Source: an optimization exercise on an open RTL-to-GDS flow (aim: small area and a short achievable clock period). Production flows keep margins and buffers that such runs may drop.
The RTL was checked by simulation tests, not by an equivalence proof against the original design.
No activity file was given, so power comes from the tool's default toggle rates.

== run 1 ==
==> flow/design.v (excerpt) <==
module flow_switch_top (
	input  logic                        clk,
	input  logic                        reset_L,
	input  logic                        i_psel,
	input  logic                        i_penable,
	input  logic                        i_pwrite,
	input  logic [4-1:0]          i_paddr,
	input  logic [8-1:0]          i_pwdata,
	output logic [8-1:0]          o_prdata,
	output logic                        o_pready,
	output logic                        o_pslverr,
	input  logic [4-1:0]          i_push,
	input  logic [4*6-1:0]  i_in_data,
	input  logic [4-1:0]          i_pop,
	output logic [4*6-1:0]  o_out_data,
	output logic [4-1:0]          o_out_empty
);
clock: 5.0 ns
lec_check: 0
cap_margin: 20
core_margin: 2
core_utilization: 45
place_density: 0.6
setup_slack_margin: 2.2
slew_margin: 20
run.sh (not shown) runs the stock make flow with config.mk's settings and CLKGATE_MAP_FILE= SYNTH_SCRIPT=/design/flow/synth_recipe.tcl, a recipe that flattens the netlist after the stock synthesis.
Run 1 finished end to end and its layout was clean on timing, DRC and antenna.
--- input diff run 1..run 2 ---
Settings: changing SETUP_SLACK_MARGIN from 2.2 to 2.5; setting CTS_CLUSTER_DIAMETER to 100 for the first time; setting CTS_CLUSTER_SIZE to 30 for the first time.
==> comparison <==
- Run 2 vs run 1 — routed wire length rose 6.8%.
- Diff run 1 and run 2: critical path depth higher in run 2
- Across both runs, total power was lower for run 2 than for run 1.
- Diff run 1 -> run 2: post-route core utilization grew by 2.0 points, worst hold slack across all endpoints moved up.
Relative to run 2, the following input files were edited for run 3:
Settings: CTS_CLUSTER_SIZE: 30 -> 16; SETUP_SLACK_MARGIN: 2.5 -> 2.2; CTS_BUF_LIST: unset -> sky130_fd_sc_hd__clkbuf_8; CTS_CLUSTER_DIAMETER: 100 -> 50.
Results
Comparing run 3 with run 2, the via count of the first global-routing pass came out essentially unchanged. Run 3 did not stop at any stage, and its layout met the timing, DRC and antenna checks. Re clock group share of total power: run 2 was lower than run 3. Run 3 vs run 2, count of cells resized by post-cts repair went down by 145. Critical path depth ended up 2 lower on run 3 than on run 2. The global-route usage on run 2 is in line with that on run 3. Run 2 -> run 3: clock power increased by more than a quarter. Compared with run 2, run 3 is hungrier on power. Relative to run 2, the final non-filler cell total measured on run 3 has decreased by a few percent. Run 3 reports a lower worst-case hold slack than run 2 does. Run 3: final critical-path required period 0.092 ns below run 2. In the flow results for run 3 and run 2, the setup slack after layout is smaller on run 2.

========
Starting RTL as in the previous note.
// flow_switch_top
module flow_switch_top (
	input  logic                        clk,
	input  logic                        reset_L,
	input  logic                        i_psel,
	input  logic                        i_penable,
	input  logic                        i_pwrite,
	input  logic [4-1:0]          i_paddr,
	input  logic [8-1:0]          i_pwdata,
	output logic [8-1:0]          o_prdata,
	output logic                        o_pready,
	output logic                        o_pslverr,
	input  logic [4-1:0]          i_push,
	input  logic [4*6-1:0]  i_in_data,
	input  logic [4-1:0]          i_pop,
	output logic [4*6-1:0]  o_out_data,
	output logic [4-1:0]          o_out_empty
);
export LEC_CHECK = 0
export CAP_MARGIN = 20
export CORE_MARGIN = 2
export CORE_UTILIZATION = 45
export CTS_BUF_LIST = sky130_fd_sc_hd__clkbuf_8
export CTS_CLUSTER_DIAMETER = 50
export CTS_CLUSTER_SIZE = 16
export PLACE_DENSITY = 0.6
export SETUP_SLACK_MARGIN = 2.2
export SLEW_MARGIN = 20
create_clock -name core_clock -period 5.0 [get_ports {clk}]
standard.sh (not shown) runs the stock make flow with config.mk's settings and CLKGATE_MAP_FILE= SYNTH_SCRIPT=/design/flow/synth_recipe.tcl, a recipe that flattens the netlist after the stock synthesis.
==> flow/flow/run.sh <==
#!/bin/bash
# Standard synthesis, then the combinational logic re-mapped by ABC with a
# delay target (registers untouched), then the standard layout steps.
set -euo pipefail
W=$(pwd)
R=$W/orfs/results/$FLOW_PLATFORM/flow_switch_top/base
LIB=$FLOW_HOME/platforms/sky130hd/lib/sky130_fd_sc_hd__tt_025C_1v80.lib
DELAY=${REMAP_DELAY_PS:-2000}
bash standard.sh synth > $W/synth.log 2>&1
cp $R/1_2_yosys.v $W/std_synth.v
sed -e "s|@LIB@|$LIB|g" -e "s|@IN@|$W/std_synth.v|g" -e "s|@OUT@|$W/remap.v|g" \
    -e "s|@DELAY@|$DELAY|g" -e "s|@CONSTR@|$W/flow/abc.constr|g" flow/remap.ys.in > $W/remap.ys
yosys -s $W/remap.ys > $W/remap.log 2>&1
cp $W/remap.v $R/1_2_yosys.v
rm -f $R/1_synth.odb $R/1_synth.sdc
bash standard.sh MATCH_CELL_FOOTPRINT=0 'BUFFER_PORTS_ARGS=-buffer_cell sky130_fd_sc_hd__buf_2' finish > $W/finish.log 2>&1
Other scripts of this flow, unchanged in this note and not shown: flow/flow/abc.constr, flow/flow/remap.ys.in
The baseline finished clean.
Then changed:
Settings changed: CORE_UTILIZATION 45 to 60, PLACE_DENSITY 0.6 to 0.7.
What happened:
- die area falls by a quarter to a third
- count of clock-buffer cells in the layout falls by 18
- power falls by a few percent
- design area falls by a few percent
- via count hardly moves
- final cell count falls by a little under a tenth
Then changed:
Settings changed: CORE_UTILIZATION 60 to 45, PLACE_DENSITY 0.7 to 0.6, SETUP_SLACK_MARGIN 2.2 to 2.4.
Core utilization drops by 15 points.
Non-clock buffer count went up by 26.
First-iteration DRC count falls by 15%.
Power climbs by 8.8%.
Worst setup slack is better by 99 ps.
Flip-flop and latch count stays the same.
Global-route usage shrinks by 6.3 points.
Synthesized area does not change.
Sequential power is about the same.
Then changed:
Settings changed: CTS_BUF_LIST sky130_fd_sc_hd__clkbuf_8 to sky130_fd_sc_hd__clkbuf_4, CTS_CLUSTER_DIAMETER 50 to 40, CTS_CLUSTER_SIZE 16 to 10, SETUP_SLACK_MARGIN 2.4 to 2.2.
Outcome: The changed run completed with no timing, DRC or antenna violations. Power came out lower by 3.0%. Via count hardly moves. Hold slack loses 160 ps. Cell area came out lower by 3.1%. Setup slack loses 120 ps. Core utilization came out lower by 1.7 points.
Then changed:
Settings changed: CTS_BUF_LIST sky130_fd_sc_hd__clkbuf_4 to sky130_fd_sc_hd__clkbuf_8, CTS_CLUSTER_DIAMETER 40 to 50, CTS_CLUSTER_SIZE 10 to 16, SETUP_SLACK_MARGIN 2.2 to 2.3.
After rerunning: Sequential power is about the same. Final area rises by 1.8%. Final cell count is lower by about 1%. Via count drops by about 0.8%.
Then changed:
Settings changed: CTS_BUF_LIST sky130_fd_sc_hd__clkbuf_8 to sky130_fd_sc_hd__clkbuf_4 sky130_fd_sc_hd__clkbuf_8, SETUP_SLACK_MARGIN 2.3 to 2.2.
Result:
- The new run passed the timing, DRC and antenna checks
- power decreases by a few percent
- worst setup slack improves by 16 ps
- synthesized area stays the same
- sequential cell count is unchanged
- die area is unchanged
- non-clock buffer count falls by 7
- worst hold slack gets better by 13 ps
- routed wire length goes down slightly
- register-to-register slack is worse by 30 ps
- first-iteration DRC count barely changes
- design area went down slightly

========
flow_switch_top again, from the RTL that the note above started with.
clock: 5.0 ns
lec_check: 0
cap_margin: 20
core_margin: 2
core_utilization: 45
cts_buf_list: sky130_fd_sc_hd__clkbuf_8
cts_cluster_diameter: 50
cts_cluster_size: 16
place_density: 0.6
setup_slack_margin: 2.5
slew_margin: 20
==> flow/flow/run.sh <==
#!/bin/bash
# Standard synthesis, then the combinational logic re-mapped by ABC with a
# delay target (registers untouched), then the standard layout steps.
set -euo pipefail
W=$(pwd)
R=$W/orfs/results/$FLOW_PLATFORM/flow_switch_top/base
LIB=$FLOW_HOME/platforms/sky130hd/lib/sky130_fd_sc_hd__tt_025C_1v80.lib
DELAY=${REMAP_DELAY_PS:-2000}
bash standard.sh synth > $W/synth.log 2>&1
cp $R/1_2_yosys.v $W/std_synth.v
sed -e "s|@LIB@|$LIB|g" -e "s|@IN@|$W/std_synth.v|g" -e "s|@OUT@|$W/remap.v|g" \
    -e "s|@DELAY@|$DELAY|g" flow/remap.ys.in > $W/remap.ys
yosys -s $W/remap.ys > $W/remap.log 2>&1
cp $W/remap.v $R/1_2_yosys.v
rm -f $R/1_synth.odb $R/1_synth.sdc
bash standard.sh MATCH_CELL_FOOTPRINT=0 finish > $W/finish.log 2>&1
Other scripts of this flow, unchanged in this note and not shown: flow/flow/remap.ys.in
Change:
--- a/flow/flow/run.sh
+++ b/flow/flow/run.sh
@@ -15,2 +15,2 @@
 rm -f $R/1_synth.odb $R/1_synth.sdc
-bash standard.sh MATCH_CELL_FOOTPRINT=0 finish > $W/finish.log 2>&1
+bash standard.sh finish > $W/finish.log 2>&1
Result: Utilization is higher by 1.4 points. Via count increases by 1.8%. Synthesized cell count stays the same. Global-route usage climbs by 0.41 points. Worst setup slack is worse by 0.047 ns. Wire length grows by 2.5%. Clock skew climbs by 0.024 ns. Sequential share of layout area drops by 1.4 points. Die area does not change. Cell count went up by 1.8%.

========
Setup of pepper:
flow_switch_top again, from the RTL that the note above started with.
==> flow/config.mk <==
export PLATFORM = sky130hd
export DESIGN_NAME = flow_switch_top
export DESIGN_NICKNAME = flow_switch_top
export VERILOG_FILES = /design/flow/design.v
export SDC_FILE = /design/flow/constraint.sdc
export NUM_CORES = 4
export LEC_CHECK = 0
export CAP_MARGIN = 20
export CORE_MARGIN = 2
export CORE_UTILIZATION = 45
export CTS_BUF_LIST = sky130_fd_sc_hd__clkbuf_8
export CTS_CLUSTER_DIAMETER = 50
export CTS_CLUSTER_SIZE = 16
export PLACE_DENSITY = 0.6
export SETUP_SLACK_MARGIN = 2.1
export SLEW_MARGIN = 20
==> flow/constraint.sdc <==
create_clock -name core_clock -period 5.0 [get_ports {clk}]
set_input_delay 1.0000 -clock core_clock [delete_from_list [all_inputs] [get_ports {clk}]]
set_output_delay 1.0000 -clock core_clock [all_outputs]
set_load 0.01 [all_outputs]
==> flow/flow/run.sh <==
#!/bin/bash
# Standard synthesis, then the combinational logic re-mapped by ABC with a
# delay target (registers untouched), then the standard layout steps.
set -euo pipefail
W=$(pwd)
R=$W/orfs/results/$FLOW_PLATFORM/flow_switch_top/base
LIB=$FLOW_HOME/platforms/sky130hd/lib/sky130_fd_sc_hd__tt_025C_1v80.lib
DELAY=${REMAP_DELAY_PS:-2000}
bash standard.sh synth > $W/synth.log 2>&1
cp $R/1_2_yosys.v $W/std_synth.v
sed -e "s|@LIB@|$LIB|g" -e "s|@IN@|$W/std_synth.v|g" -e "s|@OUT@|$W/remap.v|g" \
    -e "s|@DELAY@|$DELAY|g" -e "s|@CONSTR@|$W/flow/abc.constr|g" flow/remap.ys.in > $W/remap.ys
yosys -s $W/remap.ys > $W/remap.log 2>&1
cp $W/remap.v $R/1_2_yosys.v
rm -f $R/1_synth.odb $R/1_synth.sdc
bash standard.sh MATCH_CELL_FOOTPRINT=0 'BUFFER_PORTS_ARGS=-buffer_cell sky130_fd_sc_hd__buf_2' finish > $W/finish.log 2>&1
==> flow/flow/abc.constr <==
set_driving_cell sky130_fd_sc_hd__buf_1
set_load 5
==> flow/flow/remap.ys.in <==
# Re-map the combinational logic of the standard synthesis, delay first.
# Registers stay the instances the standard synthesis made.
read_liberty -ignore_miss_func @LIB@
read_verilog @IN@
hierarchy -top flow_switch_top
setattr -mod -set keep_hierarchy 1 sky130_fd_sc_hd__dfbbn_1 sky130_fd_sc_hd__dfbbn_2 sky130_fd_sc_hd__dfbbp_1 sky130_fd_sc_hd__dfrbp_1 sky130_fd_sc_hd__dfrbp_2 sky130_fd_sc_hd__dfrtn_1 sky130_fd_sc_hd__dfrtp_1 sky130_fd_sc_hd__dfrtp_2 sky130_fd_sc_hd__dfrtp_4 sky130_fd_sc_hd__dfsbp_1 sky130_fd_sc_hd__dfsbp_2 sky130_fd_sc_hd__dfstp_1 sky130_fd_sc_hd__dfstp_2 sky130_fd_sc_hd__dfstp_4 sky130_fd_sc_hd__dfxbp_1 sky130_fd_sc_hd__dfxbp_2 sky130_fd_sc_hd__dfxtp_1 sky130_fd_sc_hd__dfxtp_2 sky130_fd_sc_hd__dfxtp_4 sky130_fd_sc_hd__dlclkp_1 sky130_fd_sc_hd__dlclkp_2 sky130_fd_sc_hd__dlclkp_4 sky130_fd_sc_hd__dlrbn_1 sky130_fd_sc_hd__dlrbn_2 sky130_fd_sc_hd__dlrbp_1 sky130_fd_sc_hd__dlrbp_2 sky130_fd_sc_hd__dlrtn_1 sky130_fd_sc_hd__dlrtn_2 sky130_fd_sc_hd__dlrtn_4 sky130_fd_sc_hd__dlrtp_1 sky130_fd_sc_hd__dlrtp_2 sky130_fd_sc_hd__dlrtp_4 sky130_fd_sc_hd__dlxbn_1 sky130_fd_sc_hd__dlxbn_2 sky130_fd_sc_hd__dlxbp_1 sky130_fd_sc_hd__dlxtn_1 sky130_fd_sc_hd__dlxtn_2 sky130_fd_sc_hd__dlxtn_4 sky130_fd_sc_hd__dlxtp_1 sky130_fd_sc_hd__edfxbp_1 sky130_fd_sc_hd__edfxtp_1 sky130_fd_sc_hd__lpflow_inputisolatch_1 sky130_fd_sc_hd__sdfbbn_1 sky130_fd_sc_hd__sdfbbn_2 sky130_fd_sc_hd__sdfbbp_1 sky130_fd_sc_hd__sdfrbp_1 sky130_fd_sc_hd__sdfrbp_2 sky130_fd_sc_hd__sdfrtn_1 sky130_fd_sc_hd__sdfrtp_1 sky130_fd_sc_hd__sdfrtp_2 sky130_fd_sc_hd__sdfrtp_4 sky130_fd_sc_hd__sdfsbp_1 sky130_fd_sc_hd__sdfsbp_2 sky130_fd_sc_hd__sdfstp_1 sky130_fd_sc_hd__sdfstp_2 sky130_fd_sc_hd__sdfstp_4 sky130_fd_sc_hd__sdfxbp_1 sky130_fd_sc_hd__sdfxbp_2 sky130_fd_sc_hd__sdfxtp_1 sky130_fd_sc_hd__sdfxtp_2 sky130_fd_sc_hd__sdfxtp_4 sky130_fd_sc_hd__sdlclkp_1 sky130_fd_sc_hd__sdlclkp_2 sky130_fd_sc_hd__sdlclkp_4 sky130_fd_sc_hd__sedfxbp_1 sky130_fd_sc_hd__sedfxbp_2 sky130_fd_sc_hd__sedfxtp_1 sky130_fd_sc_hd__sedfxtp_2 sky130_fd_sc_hd__sedfxtp_4
setattr -set keep 1 t:sky130_fd_sc_hd__df* t:sky130_fd_sc_hd__edf* t:sky130_fd_sc_hd__sdf* t:sky130_fd_sc_hd__dl*
flatten
opt_clean
# The APB read-data cone first, for delay alone: ABC cannot see that its
# inputs arrive late and its outputs are due early
select -set rdcone o:o_prdata o:o_pslverr %u %ci*:-sky130_fd_sc_hd__dfxtp_1[Q,D]:-sky130_fd_sc_hd__edfxtp_1[Q,D,DE]
abc -D 100 -constr @CONSTR@ -liberty @LIB@ -dont_use sky130_fd_sc_hd__probe_p_8 -dont_use sky130_fd_sc_hd__probec_p_8 -dont_use sky130_fd_sc_hd__lpflow_bleeder_1 -dont_use sky130_fd_sc_hd__lpflow_clkbufkapwr_1 -dont_use sky130_fd_sc_hd__lpflow_clkbufkapwr_16 -dont_use sky130_fd_sc_hd__lpflow_clkbufkapwr_2 -dont_use sky130_fd_sc_hd__lpflow_clkbufkapwr_4 -dont_use sky130_fd_sc_hd__lpflow_clkbufkapwr_8 -dont_use sky130_fd_sc_hd__lpflow_clkinvkapwr_1 -dont_use sky130_fd_sc_hd__lpflow_clkinvkapwr_16 -dont_use sky130_fd_sc_hd__lpflow_clkinvkapwr_2 -dont_use sky130_fd_sc_hd__lpflow_clkinvkapwr_4 -dont_use sky130_fd_sc_hd__lpflow_clkinvkapwr_8 -dont_use sky130_fd_sc_hd__lpflow_decapkapwr_12 -dont_use sky130_fd_sc_hd__lpflow_decapkapwr_3 -dont_use sky130_fd_sc_hd__lpflow_decapkapwr_4 -dont_use sky130_fd_sc_hd__lpflow_decapkapwr_6 -dont_use sky130_fd_sc_hd__lpflow_decapkapwr_8 -dont_use sky130_fd_sc_hd__lpflow_inputiso0n_1 -dont_use sky130_fd_sc_hd__lpflow_inputiso0p_1 -dont_use sky130_fd_sc_hd__lpflow_inputiso1n_1 -dont_use sky130_fd_sc_hd__lpflow_inputiso1p_1 -dont_use sky130_fd_sc_hd__lpflow_inputisolatch_1 -dont_use sky130_fd_sc_hd__lpflow_isobufsrc_1 -dont_use sky130_fd_sc_hd__lpflow_isobufsrc_16 -dont_use sky130_fd_sc_hd__lpflow_isobufsrc_2 -dont_use sky130_fd_sc_hd__lpflow_isobufsrc_4 -dont_use sky130_fd_sc_hd__lpflow_isobufsrc_8 -dont_use sky130_fd_sc_hd__lpflow_isobufsrckapwr_16 -dont_use sky130_fd_sc_hd__lpflow_lsbuf_lh_hl_isowell_tap_1 -dont_use sky130_fd_sc_hd__lpflow_lsbuf_lh_hl_isowell_tap_2 -dont_use sky130_fd_sc_hd__lpflow_lsbuf_lh_hl_isowell_tap_4 -dont_use sky130_fd_sc_hd__lpflow_lsbuf_lh_isowell_4 -dont_use sky130_fd_sc_hd__lpflow_lsbuf_lh_isowell_tap_1 -dont_use sky130_fd_sc_hd__lpflow_lsbuf_lh_isowell_tap_2 -dont_use sky130_fd_sc_hd__lpflow_lsbuf_lh_isowell_tap_4 -dont_use sky130_fd_sc_hd__fill_1 -dont_use sky130_fd_sc_hd__fill_2 -dont_use sky130_fd_sc_hd__fill_4 -dont_use sky130_fd_sc_hd__fill_8  @rdcone
select -clear
abc -D @DELAY@ -liberty @LIB@ -dont_use sky130_fd_sc_hd__probe_p_8 -dont_use sky130_fd_sc_hd__probec_p_8 -dont_use sky130_fd_sc_hd__lpflow_bleeder_1 -dont_use sky130_fd_sc_hd__lpflow_clkbufkapwr_1 -dont_use sky130_fd_sc_hd__lpflow_clkbufkapwr_16 -dont_use sky130_fd_sc_hd__lpflow_clkbufkapwr_2 -dont_use sky130_fd_sc_hd__lpflow_clkbufkapwr_4 -dont_use sky130_fd_sc_hd__lpflow_clkbufkapwr_8 -dont_use sky130_fd_sc_hd__lpflow_clkinvkapwr_1 -dont_use sky130_fd_sc_hd__lpflow_clkinvkapwr_16 -dont_use sky130_fd_sc_hd__lpflow_clkinvkapwr_2 -dont_use sky130_fd_sc_hd__lpflow_clkinvkapwr_4 -dont_use sky130_fd_sc_hd__lpflow_clkinvkapwr_8 -dont_use sky130_fd_sc_hd__lpflow_decapkapwr_12 -dont_use sky130_fd_sc_hd__lpflow_decapkapwr_3 -dont_use sky130_fd_sc_hd__lpflow_decapkapwr_4 -dont_use sky130_fd_sc_hd__lpflow_decapkapwr_6 -dont_use sky130_fd_sc_hd__lpflow_decapkapwr_8 -dont_use sky130_fd_sc_hd__lpflow_inputiso0n_1 -dont_use sky130_fd_sc_hd__lpflow_inputiso0p_1 -dont_use sky130_fd_sc_hd__lpflow_inputiso1n_1 -dont_use sky130_fd_sc_hd__lpflow_inputiso1p_1 -dont_use sky130_fd_sc_hd__lpflow_inputisolatch_1 -dont_use sky130_fd_sc_hd__lpflow_isobufsrc_1 -dont_use sky130_fd_sc_hd__lpflow_isobufsrc_16 -dont_use sky130_fd_sc_hd__lpflow_isobufsrc_2 -dont_use sky130_fd_sc_hd__lpflow_isobufsrc_4 -dont_use sky130_fd_sc_hd__lpflow_isobufsrc_8 -dont_use sky130_fd_sc_hd__lpflow_isobufsrckapwr_16 -dont_use sky130_fd_sc_hd__lpflow_lsbuf_lh_hl_isowell_tap_1 -dont_use sky130_fd_sc_hd__lpflow_lsbuf_lh_hl_isowell_tap_2 -dont_use sky130_fd_sc_hd__lpflow_lsbuf_lh_hl_isowell_tap_4 -dont_use sky130_fd_sc_hd__lpflow_lsbuf_lh_isowell_4 -dont_use sky130_fd_sc_hd__lpflow_lsbuf_lh_isowell_tap_1 -dont_use sky130_fd_sc_hd__lpflow_lsbuf_lh_isowell_tap_2 -dont_use sky130_fd_sc_hd__lpflow_lsbuf_lh_isowell_tap_4 -dont_use sky130_fd_sc_hd__fill_1 -dont_use sky130_fd_sc_hd__fill_2 -dont_use sky130_fd_sc_hd__fill_4 -dont_use sky130_fd_sc_hd__fill_8 
opt_clean -purge
splitnets
opt_clean -purge
hilomap -singleton -hicell sky130_fd_sc_hd__conb_1 HI -locell sky130_fd_sc_hd__conb_1 LO
insbuf -buf sky130_fd_sc_hd__buf_4 A X
rename -hide w:* i:* o:* %u %d
select flow_switch_top
stat -liberty @LIB@
write_verilog -noattr -nohex -nodec -selected @OUT@
Having completed the whole flow, pepper delivered a layout that passed the timing, DRC and antenna checks.
[inputs] maple vs pepper
--- a/flow/config.mk
+++ b/flow/config.mk
@@ -15 +15 @@
-export SETUP_SLACK_MARGIN = 2.1
+export SETUP_SLACK_MARGIN = 2.6
Notes after the runs:
maple: final critical-path required period is 0.044 ns lower than what pepper reported.
Diff pepper -> maple: clock network fraction of total power -1.8 points; overall power consumption up 2.5%; routed wire length has increased; biggest fanout along the worst timing path up 1; number of iterations in the first detailed-routing pass grew by 3.
Setup changes, maple to juniper
--- a/flow/flow/run.sh
+++ b/flow/flow/run.sh
@@ -12 +12 @@
-    -e "s|@DELAY@|$DELAY|g" -e "s|@CONSTR@|$W/flow/abc.constr|g" flow/remap.ys.in > $W/remap.ys
+    -e "s|@DELAY@|$DELAY|g" flow/remap.ys.in > $W/remap.ys
--- a/flow/flow/remap.ys.in
+++ b/flow/flow/remap.ys.in
@@ -10,5 +9,0 @@
-# The APB read-data cone first, for delay alone: ABC cannot see that its
-# inputs arrive late and its outputs are due early
-select -set rdcone o:o_prdata o:o_pslverr %u %ci*:-sky130_fd_sc_hd__dfxtp_1[Q,D]:-sky130_fd_sc_hd__edfxtp_1[Q,D,DE]
-abc -D 100 -constr @CONSTR@ -liberty @LIB@ -dont_use sky130_fd_sc_hd__probe_p_8 -dont_use sky130_fd_sc_hd__probec_p_8 -dont_use sky130_fd_sc_hd__lpflow_bleeder_1 -dont_use sky130_fd_sc_hd__lpflow_clkbufkapwr_1 -dont_use sky130_fd_sc_hd__lpflow_clkbufkapwr_16 -dont_use sky130_fd_sc_hd__lpflow_clkbufkapwr_2 -dont_use sky130_fd_sc_hd__lpflow_clkbufkapwr_4 -dont_use sky130_fd_sc_hd__lpflow_clkbufkapwr_8 -dont_use sky130_fd_sc_hd__lpflow_clkinvkapwr_1 -dont_use sky130_fd_sc_hd__lpflow_clkinvkapwr_16 -dont_use sky130_fd_sc_hd__lpflow_clkinvkapwr_2 -dont_use sky130_fd_sc_hd__lpflow_clkinvkapwr_4 -dont_use sky130_fd_sc_hd__lpflow_clkinvkapwr_8 -dont_use sky130_fd_sc_hd__lpflow_decapkapwr_12 -dont_use sky130_fd_sc_hd__lpflow_decapkapwr_3 -dont_use sky130_fd_sc_hd__lpflow_decapkapwr_4 -dont_use sky130_fd_sc_hd__lpflow_decapkapwr_6 -dont_use sky130_fd_sc_hd__lpflow_decapkapwr_8 -dont_use sky130_fd_sc_hd__lpflow_inputiso0n_1 -dont_use sky130_fd_sc_hd__lpflow_inputiso0p_1 -dont_use sky130_fd_sc_hd__lpflow_inputiso1n_1 -dont_use sky130_fd_sc_hd__lpflow_inputiso1p_1 -dont_use sky130_fd_sc_hd__lpflow_inputisolatch_1 -dont_use sky130_fd_sc_hd__lpflow_isobufsrc_1 -dont_use sky130_fd_sc_hd__lpflow_isobufsrc_16 -dont_use sky130_fd_sc_hd__lpflow_isobufsrc_2 -dont_use sky130_fd_sc_hd__lpflow_isobufsrc_4 -dont_use sky130_fd_sc_hd__lpflow_isobufsrc_8 -dont_use sky130_fd_sc_hd__lpflow_isobufsrckapwr_16 -dont_use sky130_fd_sc_hd__lpflow_lsbuf_lh_hl_isowell_tap_1 -dont_use sky130_fd_sc_hd__lpflow_lsbuf_lh_hl_isowell_tap_2 -dont_use sky130_fd_sc_hd__lpflow_lsbuf_lh_hl_isowell_tap_4 -dont_use sky130_fd_sc_hd__lpflow_lsbuf_lh_isowell_4 -dont_use sky130_fd_sc_hd__lpflow_lsbuf_lh_isowell_tap_1 -dont_use sky130_fd_sc_hd__lpflow_lsbuf_lh_isowell_tap_2 -dont_use sky130_fd_sc_hd__lpflow_lsbuf_lh_isowell_tap_4 -dont_use sky130_fd_sc_hd__fill_1 -dont_use sky130_fd_sc_hd__fill_2 -dont_use sky130_fd_sc_hd__fill_4 -dont_use sky130_fd_sc_hd__fill_8  @rdcone
-select -clear
--- a/flow/config.mk
+++ b/flow/config.mk
@@ -15 +15 @@
-export SETUP_SLACK_MARGIN = 2.6
+export SETUP_SLACK_MARGIN = 2.2
removed: flow/flow/abc.constr
Results
Result: PASS for each of juniper and maple
The sequential power in juniper sits about 0.7% below the value recorded for maple.
Between juniper and maple, it is juniper whose post-layout minimum cycle time is higher, by 0.020 ns.
Taking maple as the reference, in juniper critical path depth in cells lower, total design power lost about 2.4%, wire length lower, die extent in x now sits at about the same level.
Relative to juniper, the following input files were edited for tundra:
--- a/flow/flow/run.sh
+++ b/flow/flow/run.sh
@@ -16 +16 @@
-bash standard.sh MATCH_CELL_FOOTPRINT=0 'BUFFER_PORTS_ARGS=-buffer_cell sky130_fd_sc_hd__buf_2' finish > $W/finish.log 2>&1
+bash standard.sh MATCH_CELL_FOOTPRINT=0 finish > $W/finish.log 2>&1
--- outcome ---
- Delta (tundra minus juniper): number of non-clock inverters level; number of global-route vias before repair flat; number of ordinary and repair buffers in the finished layout now larger; cell count has increased.
- Between tundra and juniper, the difference in total power of the final layout is negligible.
- Sort tundra and juniper by leakage power, descending, and tundra comes first.
- tundra has minimum clock period after layout below what juniper had.
- Going from juniper to tundra, layout clock buffer count grew by a few percent.
- NOTE final cell area excluding filler cells juniper->tundra increased slightly
- tundra ended with less portion of the clock cycle consumed by the worst path in the final layout than juniper.

-- afterwards: timing with drivers on the ports --
Ports are ideal in the flow. The routed layouts listed here were re-timed in OpenROAD.
Step 1: set_driving_cell puts a clkbuf_16 on clk and a buf_2 on each other input, an assumption about the parent block.
Step 2, shift: input delay + t, output delay - t, t = (earliest + latest rising clock arrival at the registers) / 2. This alone moves slack from input paths to output paths.
Slacks: ideal / step 1 / step 2; pairs: ideal / step 1.
run | t, ns | slack for setup (ns) | worst setup path at the end | pins driven straight from the clock port
run 1 | 0.669 | 2.156 / 1.940 / 1.655 | input to register | 1
run 2 | 0.688 | 2.077 / 2.029 / 1.933 | input to register | 1
run 3 | 0.740 | 2.169 / 1.905 / 1.556 | input to register | 1
the first run of note 2 | 0.749 | 2.201 / 2.124 / 1.839 | input to register | 1
the second run of note 2 | 0.750 | 2.087 / 1.983 / 1.797 | input to register | 1
the third run of note 2 | 0.752 | 2.186 / 2.100 / 1.835 | input to register | 1
the fourth run of note 2 | 0.947 | 2.064 / 2.002 / 1.853 | input to register | 1
the fifth run of note 2 | 0.753 | 2.193 / 2.112 / 1.722 | input to register | 1
the sixth run of note 2 | 0.746 | 2.209 / 2.133 / 1.836 | input to register | 1
the first run of note 3 | 0.734 | 2.172 / 2.140 / 1.957 | input to register | 1
the second run of note 3 | 0.754 | 2.125 / 2.092 / 1.765 | input to register | 1
pepper | 0.739 | 2.112 / 2.112 / 1.873 | input to register | 1
maple | 0.762 | 2.156 / 2.070 / 1.987 | input to register | 1
juniper | 0.744 | 2.136 / 2.098 / 1.810 | input to register | 1
tundra | 0.743 | 2.153 / 2.117 / 1.600 | input to register | 1
After both steps every run listed still meets setup and hold. For run 3, which loses most, drivers alone change the setup slack by -0.264 ns; drivers and shift together by -0.613 ns.
